Source: an optimization exercise on an open RTL-to-GDS flow (aim: small area, a short achievable clock period and few clock cycles). Production flows keep margins and buffers that such runs may drop. In this exercise RTL edits were held to simulation tests only and were not proved equivalent to the original. No activity file was given, so power comes from the tool's default toggle rates.

## v40
// word_pair_proximity_scanner
module word_pair_proximity_scanner (
    input  logic                          i_clk,
    input  logic                          i_rst_n,
    input  logic                          i_valid,
    output logic                          o_stall,
    input  logic [wpp_pkg::CH_W-1:0]      i_ch,
    input  logic                          i_is_final,
    output logic                          o_valid,
    input  logic                          i_stall,
    output logic                          o_found,
    output logic [wpp_pkg::DIST_W-1:0]    o_distance_x2,
    input  logic                          i_cfg_wr_en,
    input  logic [wpp_pkg::CFG_IDX_W-1:0] i_cfg_index,
    input  logic [wpp_pkg::CFG_W-1:0]     i_cfg_data
);
    localparam int PW = 17;   
    localparam int MW = 18;   
    logic [63:0] r_w1, r_w2;
    logic        r_z1, r_z2;
    logic [3:0]  r_l1, r_l2;
    logic          r_pv;      
    logic [7:0]    r_pch;
    logic          r_pfinal;
    logic [PW-1:0] r_pos;     
    logic [MW-1:0] r_mid;     
  ...
clock: 11.0 ns
lec_check: 0
cap_margin: 20
core_margin: 2
core_utilization: 40
cts_cluster_diameter: 100
cts_cluster_size: 27
slew_margin: 20
standard.sh (not shown) runs the stock make flow with config.mk's settings and CLKGATE_MAP_FILE= SYNTH_SCRIPT=/design/flow/synth_recipe.tcl, a recipe that flattens the netlist after the stock synthesis.
==> flow/flow/run.sh <==
#!/bin/bash
# The standard layout, with plain buffers (buf_2) on the ports instead of the default
# port buffer cell, and timing repair asked to leave 7.5 ns of setup slack
# ORFS's own logs stay under orfs/logs; make's output goes to standard_make.log
set -euo pipefail
export BUFFER_PORTS_ARGS="-buffer_cell sky130_fd_sc_hd__buf_2"
export SETUP_SLACK_MARGIN=7.5
bash standard.sh > standard_make.log 2>&1
Testbench counts of v40, summed over its fixed seeds: cycles 79,669.
Modified inputs, v4 compared to v40
Settings: removing CTS_CLUSTER_SIZE (formerly 27); removing CTS_CLUSTER_DIAMETER (formerly 100).
[summary]
The synthesis-to-layout area growth number comes out higher for v4 vs v40. Per the comparison of v4 with v40, met3 routing resource usage after global routing rose by 0.34 points, global routing usage on met2 barely changed, final wirelength saw an increase. v4 vs v40, instance count: v4 higher. NOTE reported leakage power v40->v4 increased by a few percent.
--- input diff v4..v10 ---
Settings: CTS_CLUSTER_DIAMETER now 120, previously not set; CTS_CLUSTER_SIZE now 24, previously not set.
==> flow/flow/run.sh <==
#!/bin/bash
# The standard layout, with plain buffers (buf_1) on the ports instead of the default
# port buffer cell, and timing repair asked to leave 8.0 ns of setup slack
# ORFS's own logs stay under orfs/logs; make's output goes to standard_make.log
set -euo pipefail
export BUFFER_PORTS_ARGS="-buffer_cell sky130_fd_sc_hd__buf_1"
export SETUP_SLACK_MARGIN=8.0
bash standard.sh > standard_make.log 2>&1
Results
Compared with v4, in v10 non-clock buffer contribution to total cell area up 3.1 points, number of multi-input combinational cells in the layout rose 5.
Between v10 and v4, it is v10 whose share of the final layout cell area in multi-input gates is higher, by 1.1 points.
In v10, the final area came out 1.8% above the value in v4.
Against v4 as the reference, v10 delivers a lower final critical-path required period.
The worst relative slew slack number comes out higher for v10 vs v4.
The following lists how v13 was set up differently from v10:
--- a/flow/flow/run.sh
+++ b/flow/flow/run.sh
@@ -3 +3 @@
-# port buffer cell, and timing repair asked to leave 8.0 ns of setup slack
+# port buffer cell, and timing repair asked to leave 7.5 ns of setup slack
@@ -7 +7 @@
-export SETUP_SLACK_MARGIN=8.0
+export SETUP_SLACK_MARGIN=7.5
==> comparison <==
Each of the runs, namely v10 and v13, reached the end of the flow and came out clean. Power was higher in the run labelled v10. r_out_valid as the worst setup path startpoint was reported by v13, and r_best[10] by v10. [compare] base=v10 new=v13: length of routed met2 wiring moved down; total instance count after detailed placement comparable. The smallest hold slack of v13 was inferior to that of v10. v13 ended up with a lower total of clock buffers placed in the layout than v10 did.

word_pair_proximity_scanner, a different RTL version from the one above (not shown whole).
For scale: about 100 I/O pins.
Design word_pair_proximity_scanner, start of the top module:
module word_pair_proximity_scanner (
    input  logic                          i_clk,
    input  logic                          i_rst_n,
    input  logic                          i_valid,
    output logic                          o_stall,
    input  logic [wpp_pkg::CH_W-1:0]      i_ch,
    input  logic                          i_is_final,
    output logic                          o_valid,
    input  logic                          i_stall,
    output logic                          o_found,
    output logic [wpp_pkg::DIST_W-1:0]    o_distance_x2,
    input  logic                          i_cfg_wr_en,
    input  logic [wpp_pkg::CFG_IDX_W-1:0] i_cfg_index,
    input  logic [wpp_pkg::CFG_W-1:0]     i_cfg_data
);
export LEC_CHECK = 0
export CAP_MARGIN = 20
export CORE_MARGIN = 2
export CORE_UTILIZATION = 40
export CTS_CLUSTER_DIAMETER = 120
export CTS_CLUSTER_SIZE = 24
export SLEW_MARGIN = 20
create_clock -name core_clock -period 11.0 [get_ports {i_clk}]
==> flow/flow/run.sh <==
#!/bin/bash
# The standard layout, with plain buffers (buf_1) on the ports instead of the default
# port buffer cell, and timing repair asked to leave 7.8 ns of setup slack
# ORFS's own logs stay under orfs/logs; make's output goes to standard_make.log
set -euo pipefail
export BUFFER_PORTS_ARGS="-buffer_cell sky130_fd_sc_hd__buf_1"
export SETUP_SLACK_MARGIN=7.8
bash standard.sh > standard_make.log 2>&1
Testbench counts at the start, summed over its fixed seeds: cycles 79,669.
Rerun with:
--- a/flow/flow/run.sh
+++ b/flow/flow/run.sh
@@ -2 +2 @@
-# The standard layout, with plain buffers (buf_1) on the ports instead of the default
+# The standard layout, with plain buffers (buf_2) on the ports instead of the default
@@ -6 +6 @@
-export BUFFER_PORTS_ARGS="-buffer_cell sky130_fd_sc_hd__buf_1"
+export BUFFER_PORTS_ARGS="-buffer_cell sky130_fd_sc_hd__buf_2"
--- a/flow/config.mk
+++ b/flow/config.mk
@@ -11,2 +11,2 @@
-export CTS_CLUSTER_DIAMETER = 120
-export CTS_CLUSTER_SIZE = 24
+export CTS_CLUSTER_DIAMETER = 100
+export CTS_CLUSTER_SIZE = 20
Effect: The changed run produced a clean layout; final area increases slightly; die area is unchanged; first-iteration DRC count increases by about a fifth; clock-buffer cell count increases by 5; sequential share of layout area decreases by 0.72 points; fmax increases by a few percent; utilization increases by 0.71 points; via count increases slightly; combinational power stays flat.
Rerun with:
--- a/flow/config.mk
+++ b/flow/config.mk
@@ -10,3 +10,3 @@
-export CORE_UTILIZATION = 40
-export CTS_CLUSTER_DIAMETER = 100
-export CTS_CLUSTER_SIZE = 20
+export CORE_UTILIZATION = 50
+export CTS_CLUSTER_DIAMETER = 120
+export CTS_CLUSTER_SIZE = 24
Outcome:
- clock skew goes up by 0.0046 ns
- core utilization goes up by 11 points
- via count goes down by 0.30%
- total power goes down by 5.9%

The RTL this note starts from:
==> flow/design.v <==
package wpp_pkg;
    localparam int MAX_WORD_LEN_DEF  = 8;
    localparam int MAX_DOC_CHARS_DEF = 65536;
    localparam int CH_W      = 8;
    localparam int CFG_W     = 64;
    localparam int CFG_IDX_W = 2;
    localparam int LEN_CFG_W = 4;
    localparam int DIST_W    = 18;
    localparam int QUEUE_DEPTH = 2;
    typedef enum logic [CFG_IDX_W-1:0] {
        CFG_FIRST_WORD,
        CFG_FIRST_LEN,
        CFG_SECOND_WORD,
        CFG_SECOND_LEN
    } t_cfg_idx;
    localparam logic [CH_W-1:0] CH_SPACE   = 8'h20;
    localparam logic [CH_W-1:0] CH_PERIOD  = 8'h2E;
    localparam logic [CH_W-1:0] CH_COMMA   = 8'h2C;
    localparam logic [CH_W-1:0] CH_LOWER_A = 8'h61;
    localparam logic [CH_W-1:0] CH_LOWER_Z = 8'h7A;
    localparam logic [CH_W-1:0] CASE_STEP  = 8'h20;
    typedef struct packed {
        logic close_a;        
        logic hit_a_first;
        logic hit_a_second;
        logic last;           
        logic hit_b_first;
        logic hit_b_second;
    } t_close_ctl;
    function automatic logic [CH_W-1:0] fold_case(input logic [CH_W-1:0] c);
        fold_case = (c >= CH_LOWER_A && c <= CH_LOWER_Z) ? c - CASE_STEP : c;
    endfunction
    function automatic logic is_delim(input logic [CH_W-1:0] c);
        is_delim = (c == CH_SPACE) || (c == CH_PERIOD) || (c == CH_COMMA);
    endfunction
endpackage
module wpp_front (
    input  logic [wpp_pkg::CH_W-1:0] i_ch,
    input  logic [wpp_pkg::CH_W-1:0] i_tgt,
    output logic                     o_eq
);
    logic t_letter;
    assign t_letter = (i_tgt[7:5] == 3'b010 || i_tgt[7:5] == 3'b011) &&
                      (i_tgt[4:0] != 5'd0) && (i_tgt[4:0] <= 5'd26);
    assign o_eq = (i_ch[7:6] == i_tgt[7:6]) && (i_ch[4:0] == i_tgt[4:0]) &&
                  ((i_ch[5] == i_tgt[5]) || t_letter);
endmodule
module wpp_back (
    input  logic        i_m1,        
    input  logic        i_m2,        
    input  logic [3:0]  i_len,       
    input  logic [3:0]  i_l1,        
    input  logic [3:0]  i_l2,        
    input  logic [17:0] i_mid,       
    input  logic        i_any,       
    input  logic        i_last_t,    
    input  logic [17:0] i_last_mid,  
    input  logic        i_found,     
    input  logic [17:0] i_best,      
    output logic        o_hit,       
    output logic        o_hit_t,     
    output logic        o_found,
    output logic [17:0] o_best
);
    logic        hit1, hit2, cand_v, take;
    logic [17:0] cand;
    assign hit1    = i_m1 && (i_len == i_l1);
    assign hit2    = !hit1 && i_m2 && (i_len == i_l2);
    assign o_hit   = hit1 || hit2;
    assign o_hit_t = hit2;
    assign cand_v  = o_hit && i_any && (i_last_t != hit2);
    logic [19:0] csa_a, csa_b, csa_c, csa_s, csa_k, csa_w;
    assign csa_a = {2'b00, i_last_mid};
    assign csa_b = {2'b00, i_best};
    assign csa_c = ~{2'b00, i_mid};
    assign csa_s = csa_a ^ csa_b ^ csa_c;
    assign csa_k = (csa_a & csa_b) | (csa_a & csa_c) | (csa_b & csa_c);
    assign csa_w = csa_s + {csa_k[18:0], 1'b1};
    assign cand  = i_mid - i_last_mid;
    assign take    = cand_v && (!i_found || !csa_w[19]);
    assign o_best  = take ? cand : i_best;
    assign o_found = i_found || cand_v;
endmodule
module word_pair_proximity_scanner (
    input  logic                          i_clk,
    input  logic                          i_rst_n,
    input  logic                          i_valid,
    output logic                          o_stall,
    input  logic [wpp_pkg::CH_W-1:0]      i_ch,
    input  logic                          i_is_final,
    output logic                          o_valid,
    input  logic                          i_stall,
    output logic                          o_found,
    output logic [wpp_pkg::DIST_W-1:0]    o_distance_x2,
    input  logic                          i_cfg_wr_en,
    input  logic [wpp_pkg::CFG_IDX_W-1:0] i_cfg_index,
    input  logic [wpp_pkg::CFG_W-1:0]     i_cfg_data
);
    localparam int PW = 17;   
    localparam int MW = 18;   
    logic [63:0] r_w1, r_w2;
    logic        r_z1, r_z2;
    logic [3:0]  r_l1, r_l2;
    logic          r_pv;      
    logic [7:0]    r_pch;
    logic          r_pfinal;
    logic [PW-1:0] r_pos;     
    logic [MW-1:0] r_mid;     
    logic [3:0]    r_len;     
    logic          r_m1, r_m2;
    logic          r_fin;     
    logic          r_new;     
    logic          r_any;     
    logic          r_last_t;  
    logic [MW-1:0] r_last_mid;
    logic          r_found;   
    logic [MW-1:0] r_best;    
    logic          r_out_valid;
    logic [3:0] cfg_en;
    always_comb begin
        for (int k = 0; k < 4; k++)
            cfg_en[k] = i_cfg_wr_en && i_cfg_index == 2'(k);
    end
    always_ff @(posedge i_clk) begin
        if (cfg_en[0]) r_w1 <= i_cfg_data;
        if (cfg_en[2]) r_w2 <= i_cfg_data;
    end
    always_ff @(posedge i_clk) begin
        if (!i_rst_n) begin
            r_z1 <= 1'b1;
            r_z2 <= 1'b1;
            r_l1 <= 4'd1;
            r_l2 <= 4'd1;
        end else begin
            if (cfg_en[0]) r_z1 <= 1'b0;
            if (cfg_en[1]) r_l1 <= i_cfg_data[3:0];
            if (cfg_en[2]) r_z2 <= 1'b0;
            if (cfg_en[3]) r_l2 <= i_cfg_data[3:0];
        end
    end
    logic accept, hold, stall, proc, close_out, start;
    logic r_stall;
    assign hold      = r_out_valid && (r_fin || r_any);
    assign proc      = r_pv && !hold;
    assign stall     = r_pv && hold;
    assign o_stall   = r_stall;
    assign accept    = i_valid && !stall;
    assign close_out = r_fin && !r_out_valid;
    assign start     = r_fin || r_new;
    logic [3:0]    len_e;
    logic          m1_e, m2_e;
    logic          delim, eq1, eq2, short;
    logic [7:0]    tb1, tb2;
    logic [PW-1:0] pos_n;
    logic [MW-1:0] mid_nd;
    logic [3:0]    len_nd;
    assign len_e  = start ? 4'd0 : r_len;
    assign m1_e   = start || r_m1;
    assign m2_e   = start || r_m2;
    assign delim  = wpp_pkg::is_delim(r_pch);
    assign tb1    = r_z1 ? 8'h00 : r_w1[{len_e[2:0], 3'b000} +: 8];
    assign tb2    = r_z2 ? 8'h00 : r_w2[{len_e[2:0], 3'b000} +: 8];
    wpp_front u_eq1 (.i_ch(r_pch), .i_tgt(tb1), .o_eq(eq1));
    wpp_front u_eq2 (.i_ch(r_pch), .i_tgt(tb2), .o_eq(eq2));
    assign short  = (len_e < 4'd8);
    assign len_nd = (len_e < 4'd9) ? len_e + 4'd1 : len_e;
    assign pos_n  = start ? PW'(1) : (r_pos[PW-1] ? r_pos : r_pos + PW'(1));
    assign mid_nd = start ? MW'(1) :
                    (r_len < 4'd9 && !r_mid[MW-1]) ? r_mid + MW'(1) : r_mid;
    logic          hit, hit_t, found_c;
    logic [MW-1:0] best_c;
    logic          hit_e1, hit_e2;
    wpp_back u_close (
        .i_m1(r_m1), .i_m2(r_m2), .i_len(r_len), .i_l1(r_l1), .i_l2(r_l2), .i_mid(r_mid),
        .i_any(r_any), .i_last_t(r_last_t), .i_last_mid(r_last_mid),
        .i_found(r_found), .i_best(r_best),
        .o_hit(hit), .o_hit_t(hit_t), .o_found(found_c), .o_best(best_c)
    );
    assign hit_e1 = (r_l1 == 4'd0);
    assign hit_e2 = !hit_e1 && (r_l2 == 4'd0);
    logic pv_n, fin_n, any_n, ov_n;
    assign pv_n  = accept || (r_pv && !proc);
    assign fin_n = proc ? r_pfinal : (r_fin && !close_out);
    assign any_n = (proc && start) ? (delim && (hit_e1 || hit_e2)) :
                   (proc && delim && hit) ? 1'b1 : r_any;
    assign ov_n  = close_out || (r_out_valid && i_stall);
    always_ff @(posedge i_clk) begin
        if (!i_rst_n) begin
            r_pv    <= 1'b0;
            r_stall <= 1'b0;
        end else begin
            r_pv    <= pv_n;
            r_stall <= pv_n && ov_n && (fin_n || any_n);
        end
    end
    always_ff @(posedge i_clk) begin
        if (!stall) begin
            r_pch    <= i_ch;
            r_pfinal <= i_is_final;
        end
    end
    always_ff @(posedge i_clk) begin
        if (proc) begin
            r_pos <= pos_n;
            if (delim) begin
                r_mid <= {pos_n, 1'b0};
                r_len <= '0;
                r_m1  <= 1'b1;
                r_m2  <= 1'b1;
            end else begin
                r_mid <= mid_nd;
                r_len <= len_nd;
                r_m1  <= m1_e && short && eq1;
                r_m2  <= m2_e && short && eq2;
            end
        end
    end
    always_ff @(posedge i_clk) begin
        if (!i_rst_n) begin
            r_fin <= 1'b0;
            r_new <= 1'b1;
        end else begin
            r_fin <= fin_n;
            if (proc)
                r_new <= 1'b0;
            else if (close_out)
                r_new <= 1'b1;
        end
    end
    always_ff @(posedge i_clk) begin
        if (proc && delim && start) begin
            r_last_t   <= hit_e2;
            r_last_mid <= '0;
        end else if (proc && delim && hit) begin
            r_last_t   <= hit_t;
            r_last_mid <= r_mid;
        end
    end
    always_ff @(posedge i_clk) begin
        if (!i_rst_n) begin
            r_any <= 1'b0;
        end else begin
            r_any <= any_n;
        end
    end
    always_ff @(posedge i_clk) begin
        if (!i_rst_n) begin
            r_found <= 1'b0;
            r_best  <= '0;
        end else if (close_out || (proc && delim && !start && !r_out_valid)) begin
            r_found <= found_c;
            r_best  <= best_c;
        end else if (r_out_valid && !i_stall) begin
            r_found <= 1'b0;
            r_best  <= '0;
        end
    end
    always_ff @(posedge i_clk) begin
        if (!i_rst_n) begin
            r_out_valid <= 1'b0;
        end else begin
            r_out_valid <= ov_n;
        end
    end
    assign o_valid       = r_out_valid;
    assign o_found       = r_found;
    assign o_distance_x2 = r_best;
endmodule
Settings: LEC_CHECK=0, CAP_MARGIN=20, CORE_MARGIN=2, CORE_UTILIZATION=40, SLEW_MARGIN=20; clock period 11.0 ns.
==> flow/flow/run.sh <==
#!/bin/bash
# The standard layout, with plain buffers (buf_2) on the ports instead of the
# default port buffer cell; ORFS's own logs stay under orfs/logs
set -euo pipefail
export BUFFER_PORTS_ARGS="-buffer_cell sky130_fd_sc_hd__buf_2"
bash standard.sh > standard_make.log 2>&1
The starting point completed without violations.
Testbench counts at the start, summed over its fixed seeds: cycles 79,669.
Rerun with:
==> flow/flow/run.sh (replaced) <==
#!/bin/bash
# The standard layout, with plain buffers (buf_1) on the ports instead of the default
# port buffer cell, and timing repair asked to leave 8.2 ns of setup slack
# ORFS's own logs stay under orfs/logs; make's output goes to standard_make.log
set -euo pipefail
export BUFFER_PORTS_ARGS="-buffer_cell sky130_fd_sc_hd__buf_1"
export SETUP_SLACK_MARGIN=8.2
bash standard.sh > standard_make.log 2>&1
--- a/flow/config.mk
+++ b/flow/config.mk
@@ -10,0 +11,2 @@
+export CTS_CLUSTER_DIAMETER = 120
+export CTS_CLUSTER_SIZE = 24
Result: The changed run went through all stages and came out clean; synthesized cell count stays the same; setup slack improved by 0.37 ns; combinational power grows by 14%; sequential cell count does not change; total power drops by 16%; final area rose by 4.5%; count of clock-buffer cells in the layout came out lower by 11; clock skew goes up by 0.011 ns; maximum frequency went up by 12%; worst hold slack improved by 0.031 ns.

## re-timing with driven ports
Ports are ideal in the flow. The routed layouts listed here were re-timed in OpenROAD.
Step 1: set_driving_cell puts a clkbuf_16 on i_clk and a buf_2 on each other input, an assumption about the parent block.
Step 2, shift: input delay + t, output delay - t, t = (earliest + latest rising clock arrival at the registers) / 2. This alone moves slack from input paths to output paths.
a / b / c = ideal / step 1 / step 2; a / b = the first two.
| run | t (ns) | setup slack, ns | worst register clock-pin slew, ns | cell pins on the clock port's net |
|---|---|---|---|---|
| v40 | 0.532 | 7.667 / 7.618 / 7.252 | 0.11 / 0.11 | 1 |
| v4 | 0.591 | 7.631 / 7.583 / 7.112 | 0.06 / 0.06 | 1 |
| v10 | 0.542 | 7.811 / 7.761 / 7.413 | 0.11 / 0.11 | 1 |
| v13 | 0.538 | 7.653 / 7.604 / 7.262 | 0.11 / 0.11 | 1 |
| the first run of note 2 | 0.534 | 7.738 / 7.766 / 7.233 | 0.10 / 0.10 | 1 |
| the second run of note 2 | 0.543 | 7.823 / 7.774 / 7.383 | 0.09 / 0.09 | 1 |
| the third run of note 2 | 0.536 | 7.830 / 7.781 / 7.438 | 0.11 / 0.11 | 1 |
| the first run of note 3 | 0.583 | 7.444 / 7.444 / 7.079 | 0.07 / 0.07 | 1 |
| the second run of note 3 | 0.542 | 7.813 / 7.766 / 7.682 | 0.11 / 0.11 | 1 |
After both steps setup and hold are still met in every run listed. The setup slack of v4, which loses most, moves by -0.048 ns with the drivers and by -0.519 ns with both steps.
